This is an optimization exercise on Yosys and OpenROAD, whose aim is small area, a short achievable clock period and few clock cycles per item, not a production implementation.
Only simulation tests tie the RTL to the original design; equivalence was not proved.

## run 1
Design dsp_mac_pipe, start of the top module:
module dsp_mac_pipe
#(
  parameter int A_W      = 18,
  parameter int B_W      = 18,
  parameter int P_W      = 48,
  parameter bit SATURATE = 1'b0
) (
  input  logic           clk,
  input  logic           rst_n,
  input  logic [A_W-1:0] a,
  input  logic [B_W-1:0] b,
  input  logic [B_W-1:0] d,
  input  logic [P_W-1:0] c,
  input  logic           carryin,
  input  logic           pre_sel,
  input  logic           pre_sub,
  input  logic [1:0]     mode,
  input  logic           in_valid,
  input  logic           in_last,
  output logic           in_ready,
  output logic [P_W-1:0] p,
  output logic           carryout,
  output logic           ovf,
  output logic           out_valid,
  output logic           out_last,
  input  logic           out_ready
);
Size: about 2,100 cells after synthesis, roughly 190 flip-flops, about 170 I/O pins.
make LEC_CHECK=0 CAP_MARGIN=20 CORE_MARGIN=2 CORE_UTILIZATION=40 SETUP_SLACK_MARGIN=0.6 SLEW_MARGIN=20 finish   # period 7.0 ns
run.sh (not shown) runs the stock make flow with config.mk's settings and CLKGATE_MAP_FILE= SYNTH_SCRIPT=/design/flow/synth_recipe.tcl, a recipe that flattens the netlist after the stock synthesis.
Testbench counts of run 1, summed over its fixed seeds: cycles 24,016, items 24,000.
Edits applied to the flow inputs when going from run 1 to run 2:
- a deleted SETUP_SLACK_MARGIN that had been 0.6
==> flow/flow/run.sh (new file) <==
#!/bin/bash
# Standard ORFS layout of the design, with the port buffers that placement
# inserts on every input and output taken as buf_1 instead of the default.
set -euo pipefail
bash standard.sh "BUFFER_PORTS_ARGS=-buffer_cell sky130_fd_sc_hd__buf_1" finish > orfs_make.log 2>&1
==> flow/standard.sh (new file) <==
#!/bin/bash
# synth_recipe.tcl (not shown) runs the flow's synth.tcl, then flattens the netlist and writes it again
# the make line also repeats each setting of config.mk as NAME=value (left out here)
make -C /OpenROAD-flow-scripts/flow DESIGN_CONFIG=/design/flow/config.mk WORK_HOME=/design/flow/orfs CLKGATE_MAP_FILE= SYNTH_SCRIPT=/design/flow/synth_recipe.tcl "${@:-finish}"
removed: flow/run.sh
Notes after the runs:
For final design instance area without fill, dividing the value from run 2 by the value from run 1 gives 0.916. Looking at part of the cycle the worst path needs, run 2 sits 5.6 points higher than run 1 does. Routed wire in run 2 totals less than in run 1.
What run 3 does differently from run 2 at the input level:
- setting ABC_CLOCK_PERIOD_IN_PS to 2000 for the first time
==> flow/run.sh (new file) <==
#!/bin/bash
# synth_recipe.tcl (not shown) runs the flow's synth.tcl, then flattens the netlist and writes it again
# the make line also repeats each setting of config.mk as NAME=value (left out here)
make -C /OpenROAD-flow-scripts/flow DESIGN_CONFIG=/design/flow/config.mk WORK_HOME=/design/flow/orfs CLKGATE_MAP_FILE= SYNTH_SCRIPT=/design/flow/synth_recipe.tcl finish
removed: flow/flow/run.sh
removed: flow/standard.sh
==> results.txt <==
Via count: higher on run 2
Delta (run 3 minus run 2): routed wire length went up 1.4%, routed metal-1 wire length went up 4.3%, final core utilization went up 1.8 points, post-detailed-placement cell area went up 4.3%.
Run 2 went all the way through the flow, and no timing, DRC or antenna check failed.
The flow did not stop early for run 3: all stages ran, and the layout cleared the timing, DRC and antenna checks.
Run 2 → run 3: met1 routing resource usage after global routing +1.4 points; shortest period the worst path allows -0.0031 ns; count of multi-input combinational gates ~0 delta.

========
Starting RTL as in the previous note.
make LEC_CHECK=0 CAP_MARGIN=20 CORE_MARGIN=2 CORE_UTILIZATION=60 PLACE_DENSITY=0.75 SLEW_MARGIN=20 finish   # period 7.0 ns
Stock flow here: none of the scripts above is used.
The baseline finished with timing, DRC and antenna clean.
Testbench counts at the start, summed over its fixed seeds: cycles 24,016, items 24,000.
Rerun with:
- ABC_AREA: default -> 1
- CORE_UTILIZATION: 60 -> 40
- PLACE_DENSITY: 0.75 -> default
What happened: The changed run completed with no timing, DRC or antenna violations. Die area came out higher by well over a third. Final cell count goes up by a quarter to a third. Final area increases by a few percent. Wire length increases by about a fifth. Synthesized cell count rises by about a fifth. Non-clock buffer count decreases by 59. Via count rises by roughly a tenth. Clock-buffer cell count climbs by 1.

re-timing with driven ports:
No port has a modelled driver above. Below, the same layouts with a new extraction and two added sets of constraints.
Step 1 sets driving cells, clkbuf_16 on the clock port and buf_2 on the other inputs (assumed; they add their load-dependent delay and slew).
Step 2 adds t to the input delays and takes it off the output delays; t is the mean of the earliest and latest rising clock arrival at the registers after step 1. Input paths then give back, and output paths get back, about the clock's delay inside the block.
Three values: no drivers, after step 1, after step 2; two values: the first two.
| run | t, ns | slack for setup (ns) | worst setup path at the end | latest minus earliest clock arrival (ns) | slew at the worst register clock pin (ns) |
|---|---|---|---|---|---|
| run 1 | 0.566 | 0.735 / 0.735 / 0.735 | register to register | 0.017 / 0.017 | 0.09 / 0.09 |
| run 2 | 0.570 | 0.345 / 0.345 / 0.345 | register to register | 0.019 / 0.019 | 0.09 / 0.09 |
| run 3 | 0.562 | 0.348 / 0.348 / 0.348 | register to register | 0.015 / 0.015 | 0.08 / 0.08 |
| the first run of note 2 | 0.522 | 0.365 / 0.365 / 0.365 | register to register | 0.023 / 0.023 | 0.08 / 0.08 |
| the second run of note 2 | 0.550 | 0.273 / 0.273 / 0.273 | register to register | 0.015 / 0.015 | 0.09 / 0.09 |
After both steps setup and hold are still met in every run listed.
